Context: an optimization exercise on an open-source flow, tuned for small area. The choices shown serve that exercise and are no tape-out recipe. Only simulation tests tie the RTL to the original design; equivalence was not proved. Power and IR drop assume default switching activity.

$ cat flow/design.v
package skinny_pkg;
   typedef logic [127:0] block_t;
   typedef logic [31:0]  row_t;
   typedef logic [7:0]   cell_t;
   typedef logic [5:0]   rc_t;
   typedef logic [5:0]   phase_t;
   localparam int NUM_CELLS = 16;
   localparam rc_t RC_INIT = 6'h01;   
   localparam rc_t RC_LAST = 6'h0a;   
   localparam phase_t PH_LAST = 6'd62;
   function automatic rc_t rc_next(rc_t rc);
      rc_next = {rc[4:0], ~(rc[5] ^ rc[4])};
   endfunction
endpackage
`timescale 1ns/1ps
module skinny_sbox8 (
   input  skinny_pkg::cell_t si,
   output skinny_pkg::cell_t so
);
   logic [7:0] a;
   function automatic logic nx(logic x, logic y, logic z);
      nx = ~(x | y) ^ z;
   endfunction
   assign a[0] = nx(si[7], si[6], si[4]);
   assign a[1] = nx(si[3], si[2], si[0]);
   assign a[2] = nx(si[2], si[1], si[6]);
   assign a[3] = nx(a[0],  a[1],  si[5]);
   assign a[4] = nx(a[1],  si[3], si[1]);
   assign a[5] = nx(a[2],  a[3],  si[7]);
   assign a[6] = nx(a[3],  a[0],  si[3]);
   assign a[7] = nx(a[4],  a[5],  si[2]);
   assign so = {a[3], a[0], a[1], a[6], a[4], a[2], a[5], a[7]};
endmodule
`timescale 1ns/1ps
module skinny_round (
   input  logic               clk,
   input  logic               load,
   input  logic               chain,
   input  logic               keyon,
   input  logic [2:0]         cst,
   input  logic               mc,
   input  logic [3:1]         rot,
   input  skinny_pkg::block_t plaintext,
   input  skinny_pkg::cell_t  rk,     
   input  skinny_pkg::rc_t    rc,
   output skinny_pkg::block_t ciphertext
);
   skinny_pkg::block_t state;
   skinny_pkg::block_t pt_rot;
   skinny_pkg::cell_t x [4];
   skinny_pkg::cell_t o [4];
   skinny_pkg::cell_t sb;
   skinny_pkg::cell_t f;
   skinny_pkg::cell_t in3 [4];
   skinny_pkg::block_t nxt;
   skinny_pkg::block_t sel_load;
   skinny_pkg::block_t sel_step;
   skinny_pkg::block_t sel_hold;
   logic [3:0] step_r;
   genvar r;
   for (r = 0; r < 4; r = r + 1) begin : g_x
      assign x[r] = state[127-32*r -: 8];
   end
   skinny_sbox8 sbox_i (
      .si (x[0]),
      .so (sb)
   );
   assign f = sb ^ (keyon ? rk : 8'h00)
                 ^ {4'h0, cst[0] ? rc[3:0] : 4'h0}
                 ^ {6'h0, cst[1] ? rc[5:4] : 2'h0}
                 ^ {6'h0, cst[2], 1'b0};
   assign o[1] = x[0];
   assign o[2] = x[1] ^ x[2];
   assign o[3] = x[0] ^ x[2];
   assign o[0] = x[3] ^ o[3];
   assign in3[0] = chain ? x[1] : o[0];
   for (r = 1; r < 4; r = r + 1) begin : g_in3
      if (r < 3) begin : g_mid
         assign in3[r] = chain ? x[r+1] : (mc ? o[r] : x[r]);
      end else begin : g_last
         assign in3[r] = chain ? f : (mc ? o[r] : x[r]);
      end
   end
   assign step_r[0] = chain | mc;
   assign step_r[1] = chain | mc | rot[1];
   assign step_r[2] = chain | mc | rot[2];
   assign step_r[3] = chain | mc | rot[3];
   for (r = 0; r < 4; r = r + 1) begin : g_sel
      assign nxt[127-32*r -: 32]      = {state[119-32*r -: 24], in3[r]};
      assign sel_load[127-32*r -: 32] = {32{load}};
      assign sel_step[127-32*r -: 32] = {32{step_r[r]}};
      assign sel_hold[127-32*r -: 32] = {32{~(load | step_r[r])}};
   end
   assign pt_rot[127:96] = {plaintext[119:96], plaintext[127:120]};
   assign pt_rot[95:64]  = {plaintext[79:64],  plaintext[95:80]};
   assign pt_rot[63:32]  = {plaintext[55:32],  plaintext[63:56]};
   assign pt_rot[31:0]   = {plaintext[23:0],   plaintext[31:24]};
   for (r = 0; r < 4; r = r + 1) begin : g_ct
      assign ciphertext[127-32*r -: 32] = {state[103-32*r -: 8], state[127-32*r -: 24]};
   end
   always_ff @(posedge clk) begin
      state <= (sel_load & pt_rot) | (sel_step & nxt) | (sel_hold & state);
   end
endmodule
`timescale 1ns/1ps
module skinny_tweakey #(
   parameter int LFSR = 0   
) (
   input  logic               clk,
   input  logic               load,
   input  logic               lfsr_en,
   input  skinny_pkg::block_t tk_in,
   output skinny_pkg::cell_t  tap
);
   localparam logic [63:0] SIGMA = {4'd0, 4'd8, 4'd2, 4'd10, 4'd4, 4'd12, 4'd6, 4'd14,
                                    4'd5, 4'd13, 4'd3, 4'd11, 4'd7, 4'd15, 4'd1, 4'd9};
   localparam skinny_pkg::block_t PMASK = {8{8'h00, 8'hff}};
   skinny_pkg::block_t ring_q;
   skinny_pkg::block_t ring;   
   skinny_pkg::block_t ring_in;
   skinny_pkg::cell_t  fb;
   function automatic skinny_pkg::cell_t lane_lfsr(skinny_pkg::cell_t c);
      case (LFSR)
         2:       lane_lfsr = {c[6:0], c[7] ^ c[5]};
         3:       lane_lfsr = {c[0] ^ c[6], c[7:1]};
         default: lane_lfsr = c;
      endcase
   endfunction
   genvar i;
   for (i = 0; i < skinny_pkg::NUM_CELLS; i = i + 1) begin : g_in
      assign ring_in[127-8*i -: 8] = tk_in[127-8*SIGMA[63-4*i -: 4] -: 8];
   end
   assign fb = lfsr_en ? lane_lfsr(ring[127:120]) : ring[127:120];
   always_ff @(posedge clk) begin
      if (load) ring_q <= ring_in ^ PMASK;
      else      ring_q <= {ring[119:0], fb} ^ PMASK;
   end
   assign ring = ring_q ^ PMASK;
   assign tap = ring[15:8];   
endmodule
`timescale 1ns/1ps
module skinny_ctrl (
   input  logic            clk,
   input  logic            rst,
   input  logic            start,
   output logic            load,
   output logic            chain,    
   output logic            keyon,    
   output logic [2:0]      cst,      
   output logic            mc,       
   output logic [3:1]      rot,      
   output logic            lfsr_en,
   output skinny_pkg::rc_t rc,
   output logic            busy,
   output logic            done
);
   skinny_pkg::phase_t t;
   logic last;
   logic kstep;
   assign load = start & ~busy;   
   assign last = (rc == skinny_pkg::RC_LAST);
   assign kstep  = (t == 6'd0)  | (t == 6'd4)  | (t == 6'd12) | (t == 6'd18) |
                   (t == 6'd24) | (t == 6'd30) | (t == 6'd38) | (t == 6'd42);
   assign keyon  = (t <= 6'd42);
   assign chain  = busy & (kstep | ((t >= 6'd43) & (t <= 6'd50)));
   assign cst[0] = (t == 6'd18);   
   assign cst[1] = (t == 6'd38);   
   assign cst[2] = (t == 6'd46);   
   assign rot[1] = busy & (((t >= 6'd51) & (t <= 6'd52)) | (t == 6'd57));
   assign rot[2] = busy & (t >= 6'd51) & (t <= 6'd52);
   assign rot[3] = busy & (t == 6'd52);
   assign mc     = busy & (t >= 6'd53) & (t <= 6'd56);
   assign lfsr_en = t[0] & (t < 6'd16);
   always_ff @(posedge clk) begin
      if (rst) begin
         busy <= 1'b0;
         done <= 1'b0;
      end else begin
         done <= 1'b0;
         if (load) begin
            busy <= 1'b1;
         end else if (mc && (t == 6'd56) && last) begin
            busy <= 1'b0;
            done <= 1'b1;
         end
      end
   end
   always_ff @(posedge clk) begin
      if (load) begin
         t  <= '0;
         rc <= skinny_pkg::RC_INIT;
      end else if (t == skinny_pkg::PH_LAST) begin
         t  <= '0;
         rc <= skinny_pkg::rc_next(rc);
      end else begin
         t  <= t + 1'b1;
      end
   end
endmodule
`timescale 1ns/1ps
module skinny_core (
   input  logic               clk,
   input  logic               rst,
   input  logic               start,
   input  skinny_pkg::block_t plaintext,
   input  skinny_pkg::block_t tk1,
   input  skinny_pkg::block_t tk2,
   input  skinny_pkg::block_t tk3,
   output skinny_pkg::block_t ciphertext,
   output logic               busy,
   output logic               done
);
   logic              load;
   logic              chain;
   logic              keyon;
   logic [2:0]        cst;
   logic              mc;
   logic [3:1]        rot;
   logic              lfsr_en;
   skinny_pkg::rc_t   rc;
   skinny_pkg::cell_t t1_0;
   skinny_pkg::cell_t t2_0;
   skinny_pkg::cell_t t3_0;
   skinny_pkg::cell_t rk;
   skinny_ctrl ctrl_i (
      .clk     (clk),
      .rst     (rst),
      .start   (start),
      .load    (load),
      .chain   (chain),
      .keyon   (keyon),
      .cst     (cst),
      .mc      (mc),
      .rot     (rot),
      .lfsr_en (lfsr_en),
      .rc      (rc),
      .busy    (busy),
      .done    (done)
   );
   skinny_tweakey #(.LFSR(0)) tk1_i (
      .clk (clk), .load (load), .lfsr_en (lfsr_en), .tk_in (tk1),
      .tap (t1_0)
   );
   skinny_tweakey #(.LFSR(2)) tk2_i (
      .clk (clk), .load (load), .lfsr_en (lfsr_en), .tk_in (tk2),
      .tap (t2_0)
   );
   skinny_tweakey #(.LFSR(3)) tk3_i (
      .clk (clk), .load (load), .lfsr_en (lfsr_en), .tk_in (tk3),
      .tap (t3_0)
   );
   assign rk = t1_0 ^ t2_0 ^ t3_0;
   skinny_round round_i (
      .clk       (clk),
      .load      (load),
      .chain     (chain),
      .keyon     (keyon),
      .cst       (cst),
      .mc        (mc),
      .rot       (rot),
      .plaintext (plaintext),
      .rk        (rk),
      .rc        (rc),
      .ciphertext (ciphertext)
   );
endmodule
$ cat flow/flow/run.sh
#!/bin/bash
# The standard layout (standard.sh) with three changes:
#  - synthesis maps logic with an area-oriented ABC script (flow/abc_area.script);
#    everything else in synthesis, flip-flop mapping included, is the standard one
#  - port buffers use the smallest buffer cell
#  - clock tree built from small clock buffers, without dummy loads
set -euo pipefail
W=$(pwd)
cat > my_synth.tcl <<TCL
proc abc {args} {
  set i [lsearch -exact \$args -script]
  if { \$i >= 0 } { lset args [expr {\$i + 1}] $W/flow/abc_area.script }
  yosys abc {*}\$args
}
source $W/synth_recipe.tcl
TCL
sed "s#SYNTH_SCRIPT=[^ ]*#SYNTH_SCRIPT=$W/my_synth.tcl#" standard.sh > my_standard.sh
grep -q "SYNTH_SCRIPT=$W/my_synth.tcl" my_standard.sh
export BUFFER_PORTS_ARGS="-buffer_cell sky130_fd_sc_hd__buf_1"
export CTS_ARGS="-sink_clustering_enable -repair_clock_nets -buf_list sky130_fd_sc_hd__clkbuf_8 -root_buf sky130_fd_sc_hd__clkbuf_8 -sink_clustering_size 20 -sink_clustering_max_diameter 60 -dont_use_dummy_load"
bash my_standard.sh > standard.log 2>&1
$ cat flow/flow/abc_area.script
strash
dch
amap
topo
$ cat flow/standard.sh
#!/bin/bash
# synth_recipe.tcl (not shown) runs the flow's synth.tcl, then flattens the netlist and writes it again
# the make line also repeats each setting of config.mk as NAME=value (left out here)
make -C /OpenROAD-flow-scripts/flow DESIGN_CONFIG=/design/flow/config.mk WORK_HOME=/design/flow/orfs CLKGATE_MAP_FILE= SYNTH_SCRIPT=/design/flow/synth_recipe.tcl "${@:-finish}"
$ cat flow/config.mk
export PLATFORM = sky130hd
export DESIGN_NAME = skinny_core
export DESIGN_NICKNAME = skinny_core
export VERILOG_FILES = /design/flow/design.v
export SDC_FILE = /design/flow/constraint.sdc
export NUM_CORES = 4
export LEC_CHECK = 0
export CAP_MARGIN = 20
export CORE_MARGIN = 2
export CORE_UTILIZATION = 50
export PLACE_DENSITY = 0.65
export SLEW_MARGIN = 20
$ cat flow/constraint.sdc
create_clock -name core_clock -period 4.0 [get_ports {clk}]
set_input_delay 0.8000 -clock core_clock [delete_from_list [all_inputs] [get_ports {clk}]]
set_output_delay 0.8000 -clock core_clock [all_outputs]
set_load 0.01 [all_outputs]
==> metrics.yaml, run 1 <==
drv_slew: 0
first_global_vias: 14800
p_clk_frac: 0.211
min-delay-start: "tk1_i.ring_q[54]$_DFF_P_"
setup_tns_ns: 0
area_delta_synth_final_pct: 22.9
route.detailed.drc: 0
syn_nets: 2192
hold_path.class: "register to register"
fin_skew_ns: 0.0774
worstPathRequired_ns: 4.43
fin_hold_ws_ns: 0.362
synth_adder_area_share: 0.00445
routed_wl_um: 58600
ys_seq_area_frac: 0.624
start_util: 0.506
netlist_instances: 1671
vias: 15900
path_max_fanout: 25
r2r-end: "round_i.state[58]$_DFF_P_"
power_density_mw_per_mm2: 554
synth_compound_area_frac: 0.271
grt_antenna_before_repair: 24
endpoint_kind: "register"
peakVddDrop_v: 0.000370
drtIter0Drc: 1559
synth_xor_area_frac: 0.00104
reg2regPathDepth: 11
portBuffers: 644
insertion_delay_ns: 0.60
path_class: "register to register"
synthArstFlopShare: 0
grt_pass1_wl_um: 85500
min_to: "tk1_i.ring_q[62]$_DFF_P_"
rr_startpoint: "ctrl_i.t[0]$_SDFF_PP0_"
dp_hpwl_um: 44400
p_comb_frac: 0.202
yosys_warnings: 12
synthSimpleGateAreaFrac: 0.0715
hold_depth: 1
setup_ws_ns: 0.339
track_usage: 0.317
m1WireLength_um: 22500
synth_top_family_by_area: "compound AO/OA/AOI/OAI gates"
dr.pass1.iters: 11
post_cts_buffers: 0
finalCoreUtilization: 0.622
multi_input_area_mm2: 0.00599
rsz0062_at_grt: "false"
grt_max_degree: 231
ys_ff_latch: 526
synth-edff-count: 0
globalplace.congestion: 0.924
clock_sinks: 526
fill_cells: 3145
period_share: 0.915
p_int_w: 0.00795
synth.area.mux_share: 0
core_mm2: 0.0334
drive_gt1_frac: 0.0287
cts_root_buffer: "clkbuf_8"
min_period_ns: 3.66
cts_tree: "yes"
power_switching_w: 0.00354
clk_pin_slew_ns: 0.11
rows: 67
numCtsBuffers: 38
preCtsSetupSlack_ns: 0.422
power_switching_share: 0.308
postRouteAntennaNets: 0
max_slew.worst_pin.slew_ns: 0.992
overflow: 0
power.leakage_nw: 7.50
syn-cell-area_mm2: 0.0169
finalHoldViolCount: 0
die_area_mm2: 0.0353
slew_headroom: 0.339
ios: 645
highest_layer: "met5"
post_synth_num_cell_types: 31
die_y_um: 188
cap_violations: 0
clockBufferDepth: 3
seq_power_share: 0.587
finalSetupViolCount: 0
worstPathArrival_ns: 4.09
timing.fmax_mhz: 273
regArea_mm2: 0.0105
synth_flop_cell: "dfxtp_1"
r2r_slack_ns: 0.34
die_x_um: 188
syn_area_per_cell_um2: 10.1
viasPerCell: 5.58
met2_length_um: 28400
htree_levels: 2
hold_buffers: 0
final_nets: 2890
status: "timing/DRC/antenna clean"
wire_per_inst_um: 20.6
dr_wl_met3_um: 5300
crit_path_start_kind: "register"
per-stage QoR:
step | cell area (um2) | power (W) | std cells
after floorplan | 17000 | 0.00808 | 1671
after global placement | 20100 | 0.00909 | 2777
after detailed placement | 20200 | 0.00915 | 2777
after CTS | 20700 | 0.0115 | 2815
after global routing | 20700 | 0.0121 | 2837
final | 20700 | 0.0115 | 2841
Yosys cell counts, types with 2 or more instances:
library cell  number  area share
o22a_1             5      0.0026
nand2_1          222       0.049
clkinv_1         129       0.029
o31ai_1            2     0.00089
o21ai_0          247       0.073
ha_1               6      0.0044
nand3_1            3     0.00089
a222oi_1          71       0.042
xnor2_1            2      0.0010
nor2_1            77       0.017
nor2b_1            2     0.00074
o22ai_1          211       0.078
nor4_1             2     0.00074
a22oi_1           33       0.015
dfxtp_1          526        0.62
nor3_1             4      0.0012
o221a_1           23       0.015
a211oi_1           9      0.0040
a221oi_1           9      0.0047
a221o_1           29       0.017
o211ai_1           2     0.00089
a21oi_1           47       0.014
o41ai_1            2      0.0010
final cells by class:
cell class              count  share of cell area
diodes                     26             0.00314
flip-flops and latches    526               0.508
repair buffers            658               0.123
inverters                 129              0.0250
well taps                 448              0.0270
clock buffers              38              0.0252
multi-input cells        1016               0.289
cells by family after synthesis:
family                   after synthesis
AO/OA/AOI/OAI                        694
flip-flops                           526
AND/OR/NAND/NOR                      314
buffers and inverters                129
adder cells (fa/ha/maj)                6
XOR/XNOR                               2
metal layers:
metal  GRT usage  vias up
met4       0.166        2
met2       0.521      674
met3      0.0999      129
li1            -     7705
met5           0        -
met1       0.372     7355
sequential cells by signal, indices dropped and copies added (netlist names):
| register | cells |
|---|---|
| tk3_i.ring_q | 128 |
| ctrl_i.done | 1 |
| tk2_i.ring_q | 128 |
| tk1_i.ring_q | 128 |
| ctrl_i.t | 6 |
| ctrl_i.busy | 1 |
| round_i.state | 128 |
| ctrl_i.rc | 6 |
power by group through the flow:
stage / Sequential [W] / Clock [W] / Combinational (W)
after floorplan: 0.00679 / 0 / 0.00129
after global placement: 0.00683 / 0 / 0.00226
after detailed placement: 0.00685 / 0 / 0.00231
after CTS: 0.00673 / 0.00247 / 0.00231
after global routing: 0.00683 / 0.00267 / 0.00258
final: 0.00674 / 0.00243 / 0.00232
worst max path at each step:
stage	start	to	slack [ns]	cells past startpoint
after floorplan	ctrl_i.busy$_SDFFE_PP0P_	round_i.state[120]$_DFF_P_	0.05	6
after global placement	ctrl_i.t[0]$_SDFF_PP0_	round_i.state[126]$_DFF_P_	0.55	10
after detailed placement	ctrl_i.t[0]$_SDFF_PP0_	round_i.state[125]$_DFF_P_	0.42	10
after CTS	ctrl_i.t[0]$_SDFF_PP0_	round_i.state[58]$_DFF_P_	0.36	11
after global routing	ctrl_i.t[0]$_SDFF_PP0_	round_i.state[59]$_DFF_P_	0.006	11
final	ctrl_i.t[0]$_SDFF_PP0_	round_i.state[58]$_DFF_P_	0.34	11
layout by cell type, fill, tap and decap left out, types with 3 or more instances in the layout:
master      n
dfxtp_1   526
nand3_1     3
a222oi_1   71
ha_1        6
buf_1     644
diode_2    26
buf_12      3
clkinv_1  124
o22ai_1   211
o221a_1    23
o21ai_0   246
nor3_1      4
o22a_1      5
a221o_1    29
clkbuf_8   38
buf_4      11
nand2_1   220
nor2_4      5
a21oi_1    46
a211oi_1    9
nor2_1     72
a22oi_1    33
clkinv_2    3
a221oi_1    9
worst max-delay path: stages (launching register included):
cell and delay [ns]:
dfxtp_1 0.47, clkinv_2 0.14, ha_1 0.23, nand3_1 0.18, o311ai_0 0.24, o41ai_4 0.43
nand2_4 0.13, nor2_4 0.35, clkinv_4 0.26, nor2_4 0.52, clkinv_1 0.34, o21ai_0 0.23
timing repair:
| action | CTS | global route |
|---|---|---|
| endpoints found under the hold margin | 0 | 0 |
| gates resized for setup | 0 | 1 |
| setup endpoints to repair | 0 | 1 |
==> run 2: changes to the inputs <==
--- a/flow/flow/run.sh
+++ b/flow/flow/run.sh
@@ -19,3 +19,3 @@
 export BUFFER_PORTS_ARGS="-buffer_cell sky130_fd_sc_hd__buf_1"
-export CTS_ARGS="-sink_clustering_enable -repair_clock_nets -buf_list sky130_fd_sc_hd__clkbuf_8 -root_buf sky130_fd_sc_hd__clkbuf_8 -sink_clustering_size 20 -sink_clustering_max_diameter 60 -dont_use_dummy_load"
+export CTS_ARGS="-sink_clustering_enable -repair_clock_nets -buf_list sky130_fd_sc_hd__clkbuf_8 -root_buf sky130_fd_sc_hd__clkbuf_8 -sink_clustering_size 16 -sink_clustering_max_diameter 60 -dont_use_dummy_load"
 bash my_standard.sh > standard.log 2>&1
==> metrics.yaml, run 2 <==
core_mm2: 0.0334  # unchanged
final_nets: 2893  # +0.10%
synth-edff-count: 0  # unchanged
peakVddDrop_v: 0.000343  # -7.1%
timing.fmax_mhz: 273  # -0.20%
ys_ff_latch: 526  # unchanged
wire_per_inst_um: 20.7  # +0.29%
slew_headroom: 0.363  # +0.0245
die_x_um: 188  # unchanged
syn_nets: 2192  # unchanged
postRouteAntennaNets: 0  # unchanged
worstPathArrival_ns: 4.11  # +0.02 ns
setup_ws_ns: 0.331  # -0.00734 ns
cap_violations: 0  # unchanged
drtIter0Drc: 1562  # +0.19%
viasPerCell: 5.59  # +0.11%
netlist_instances: 1671  # unchanged
syn_area_per_cell_um2: 10.1  # unchanged
cts_tree: "yes"
max_slew.worst_pin.slew_ns: 0.955  # -0.0367 ns
first_global_vias: 14900  # +0.43%
die_y_um: 188  # unchanged
hold_path.class: "input port to register"
fin_skew_ns: 0.0689  # -0.00847 ns
track_usage: 0.317  # +0.000473
grt_pass1_wl_um: 85700  # +0.17%
ios: 645  # unchanged
finalSetupViolCount: 0  # unchanged
grt_antenna_before_repair: 23  # -4.2%
portBuffers: 644  # unchanged
synthTopCellsByCount: "dfxtp_1, o21ai_0, nand2_1, o22ai_1, clkinv_1"
layout_common_cells: "buf_1, dfxtp_1, o21ai_0"
area_delta_synth_final_pct: 23.1
synth_area_leaders: "dfxtp_1, o22ai_1, o21ai_0"
vias: 15900  # +0.18%
status: "timing/DRC/antenna clean"
synthArstFlopShare: 0  # unchanged
rows: 67  # unchanged
htree_levels: 2  # unchanged
rsz0062_at_grt: "false"
dr.pass1.iters: 9  # -2
die_area_mm2: 0.0353  # unchanged
path_class: "register to register"
ys_seq_area_frac: 0.624  # unchanged
min_period_ns: 3.67  # +0.00734 ns
mostFrequentLayoutCell: "buf_1"
clockBufferDepth: 3  # unchanged
regArea_mm2: 0.0105  # unchanged
routed_wl_um: 58800  # +0.37%
setup_tns_ns: 0  # unchanged
yosysMostFrequentCell: "dfxtp_1"
path_max_fanout: 25  # unchanged
crit_path_start_kind: "register"
endpoint_kind: "register"
globalplace.congestion: 0.924  # unchanged
synth_flop_cell: "dfxtp_1"
fill_cells: 3137  # -0.25%
power.leakage_nw: 7.52  # +0.28%
route.detailed.drc: 0  # unchanged
synth_top_area_frac: 0.624  # unchanged
post_synth_num_cell_types: 31  # unchanged
numCtsBuffers: 41  # +7.9%
overflow: 0  # unchanged
finalHoldViolCount: 0  # unchanged
period_share: 0.917  # +0.00183
yosys_warnings: 12  # unchanged
synth_top_area_cell: "dfxtp_1"
dp_hpwl_um: 44400  # unchanged
power_density_mw_per_mm2: 557  # +0.60%
grt_max_degree: 231  # unchanged
drive_gt1_frac: 0.0300  # +0.00123
syn-cell-area_mm2: 0.0169  # unchanged
clock_sinks: 526  # unchanged
drv_slew: 0  # unchanged
start_util: 0.506  # unchanged
worstPathRequired_ns: 4.44  # about the same
cts_root_buffer: "clkbuf_8"
insertion_delay_ns: 0.58  # -0.02 ns
preCtsSetupSlack_ns: 0.422  # unchanged
multi_input_area_mm2: 0.00599  # unchanged
clk_pin_slew_ns: 0.10  # about the same
## run 2: cell types whose count changed in the layout (fill, tap and decap cells not counted), sizes merged
cell	previous run	this run
clkbuf	38	41
diode	26	25
## run 2: where the power goes
group / leakage (nW) / internal, W / switching (W)
clock network: 0.295 / 0.000922 / 0.00159
logic: 2.80 / 0.000922 / 0.00140
registers: 4.43 / 0.00617 / 0.000576
## run 2: worst paths after layout
check | from | to | slack [ns] | depth (start not counted)
max | ctrl_i.t[0]$_SDFF_PP0_ | round_i.state[58]$_DFF_P_ | 0.33 | 11
min | tk3[48] | tk3_i.ring_q[0]$_DFF_P_ | 0.37 | 2
max reg2reg | ctrl_i.t[0]$_SDFF_PP0_ | round_i.state[58]$_DFF_P_ | 0.33 | 11
min reg2reg | tk3_i.ring_q[70]$_DFF_P_ | tk3_i.ring_q[78]$_DFF_P_ | 0.41 | 1
## run 2: through the flow
step / cell area [um2] / std cells / total power (W) / hold slack, ns / util
after floorplan: 17000 / 1671 / 0.00808 / 0.403 / -
after global placement: 20100 / 2777 / 0.00909 / 0.406 / 0.604
after detailed placement: 20200 / 2777 / 0.00915 / 0.410 / 0.604
after CTS: 20700 / 2818 / 0.0116 / 0.343 / 0.621
after global routing: 20800 / 2839 / 0.0122 / 0.354 / 0.623
final: 20800 / 2843 / 0.0116 / 0.374 / 0.623
## run 2: cell type report
| type | count | share of cell area |
|---|---|---|
| Antenna cell | 25 | 0.00301 |
| Clock buffer | 41 | 0.0272 |
| Inverter | 129 | 0.0250 |
| Multi-Input combinational cell | 1016 | 0.288 |
| Sequential cell | 526 | 0.507 |
| Tap cell | 448 | 0.0270 |
| Timing Repair Buffer | 658 | 0.123 |
## run 2: layer usage
layer	global-route usage	vias to the layer above	part of all wire
met5	0	-	0.00022
met4	0.164	2	0.047
met3	0.0941	155	0.090
met2	0.526	679	0.48
met1	0.373	7365	0.38
li1	-	7692	-
## run 2: kinds of logic after synthesis
group                    share of synthesized area
AO/OA/AOI/OAI                                0.271
XOR/XNOR                                   0.00104
adder cells (fa/ha/maj)                    0.00445
buffers and inverters                       0.0287
flip-flops                                   0.624
AND/OR/NAND/NOR                             0.0715
## run 2: repair_timing
item | in CTS | in global routing
hold buffers | 0 | 0
resized for setup | 0 | 1
endpoints found under the setup margin | 0 | 3
buffers inserted | 0 | 0
## run 2: worst max-delay path: stages (launching register included)
cell and delay (ns):
dfxtp_1 0.47, clkinv_2 0.14, ha_1 0.23, nand3_1 0.18
o311ai_0 0.25, o41ai_4 0.43, nand2_4 0.13, nor2_4 0.35
clkinv_4 0.27, nor2_4 0.51, clkinv_1 0.34, o21ai_0 0.22
==> run 3: changes to the inputs <==
--- a/flow/config.mk
+++ b/flow/config.mk
@@ -9,4 +9,4 @@
 export CORE_MARGIN = 2
-export CORE_UTILIZATION = 50
-export PLACE_DENSITY = 0.65
+export CORE_UTILIZATION = 62
+export PLACE_DENSITY = 0.75
 export SLEW_MARGIN = 20
==> metrics.yaml, run 3 <==
ys_seq_area_frac: 0.624  # unchanged
synthArstFlopShare: 0  # unchanged
error: "[ERROR PPL-0024] Number of IO pins (645) exceeds maximum number of available positions (604). Increase the die perimeter from 676.10um to 877.20um."
post_synth_num_cell_types: 31  # unchanged
netlist_instances: 1671  # unchanged
stop_stage: "3_2_place_iop"
status: "stopped before the end"
syn_nets: 2192  # unchanged
synth_flop_cell: "dfxtp_1"
synthTopCellsByCount: "dfxtp_1, o21ai_0, nand2_1, o22ai_1, clkinv_1"
start_util: 0.628  # +0.122
synth_area_leaders: "dfxtp_1, o22ai_1, o21ai_0"
die_x_um: 169  # -10%
yosysMostFrequentCell: "dfxtp_1"
synth_top_area_frac: 0.624  # unchanged
synth-edff-count: 0  # unchanged
syn_area_per_cell_um2: 10.1  # unchanged
die_y_um: 169  # -10%
yosys_warnings: 12  # unchanged
rows: 60  # -10%
ys_ff_latch: 526  # unchanged
synth_top_area_cell: "dfxtp_1"
syn-cell-area_mm2: 0.0169  # unchanged
run 3: cell counts after synthesis:
Identical to the previous run, type by type.
run 3: logic make-up after synthesis:
kind of cell	Yosys count	synth area share
adders and majority gates	6	0.00445
xor gates and xnor gates	2	0.00104
and+or+nand+nor	314	0.0715
DFF	526	0.624
AOI/OAI and AO/OA	694	0.271
buffers and inverters	129	0.0287

[separate check: timing with driven ports]
The flow's constraints put no driver on any port. The routed layouts listed below were extracted and timed again, unchanged, in two steps. Step 1 (the two cells are an assumption about what drives the block):
set clk [get_ports {clk}]
set_driving_cell -lib_cell sky130_fd_sc_hd__clkbuf_16 $clk
set_driving_cell -lib_cell sky130_fd_sc_hd__buf_2 [delete_from_list [all_inputs] $clk]
Step 2 also shifts input and output timing later by t, the mid clock arrival at the registers, as if the neighbouring blocks saw the same clock. Three values: no drivers, after step 1, after step 2; two values: the first two.
| run | t, ns | setup WS [ns] | worst slew at a driven data input, ns | pins driven straight from the clock port |
|---|---|---|---|---|
| run 1 | 0.603 | 0.339 / 0.339 / 0.339 | 0.16 | 1 |
| run 2 | 0.601 | 0.331 / 0.331 / 0.331 | 0.19 | 1 |
After both steps setup and hold are still met in every run listed.
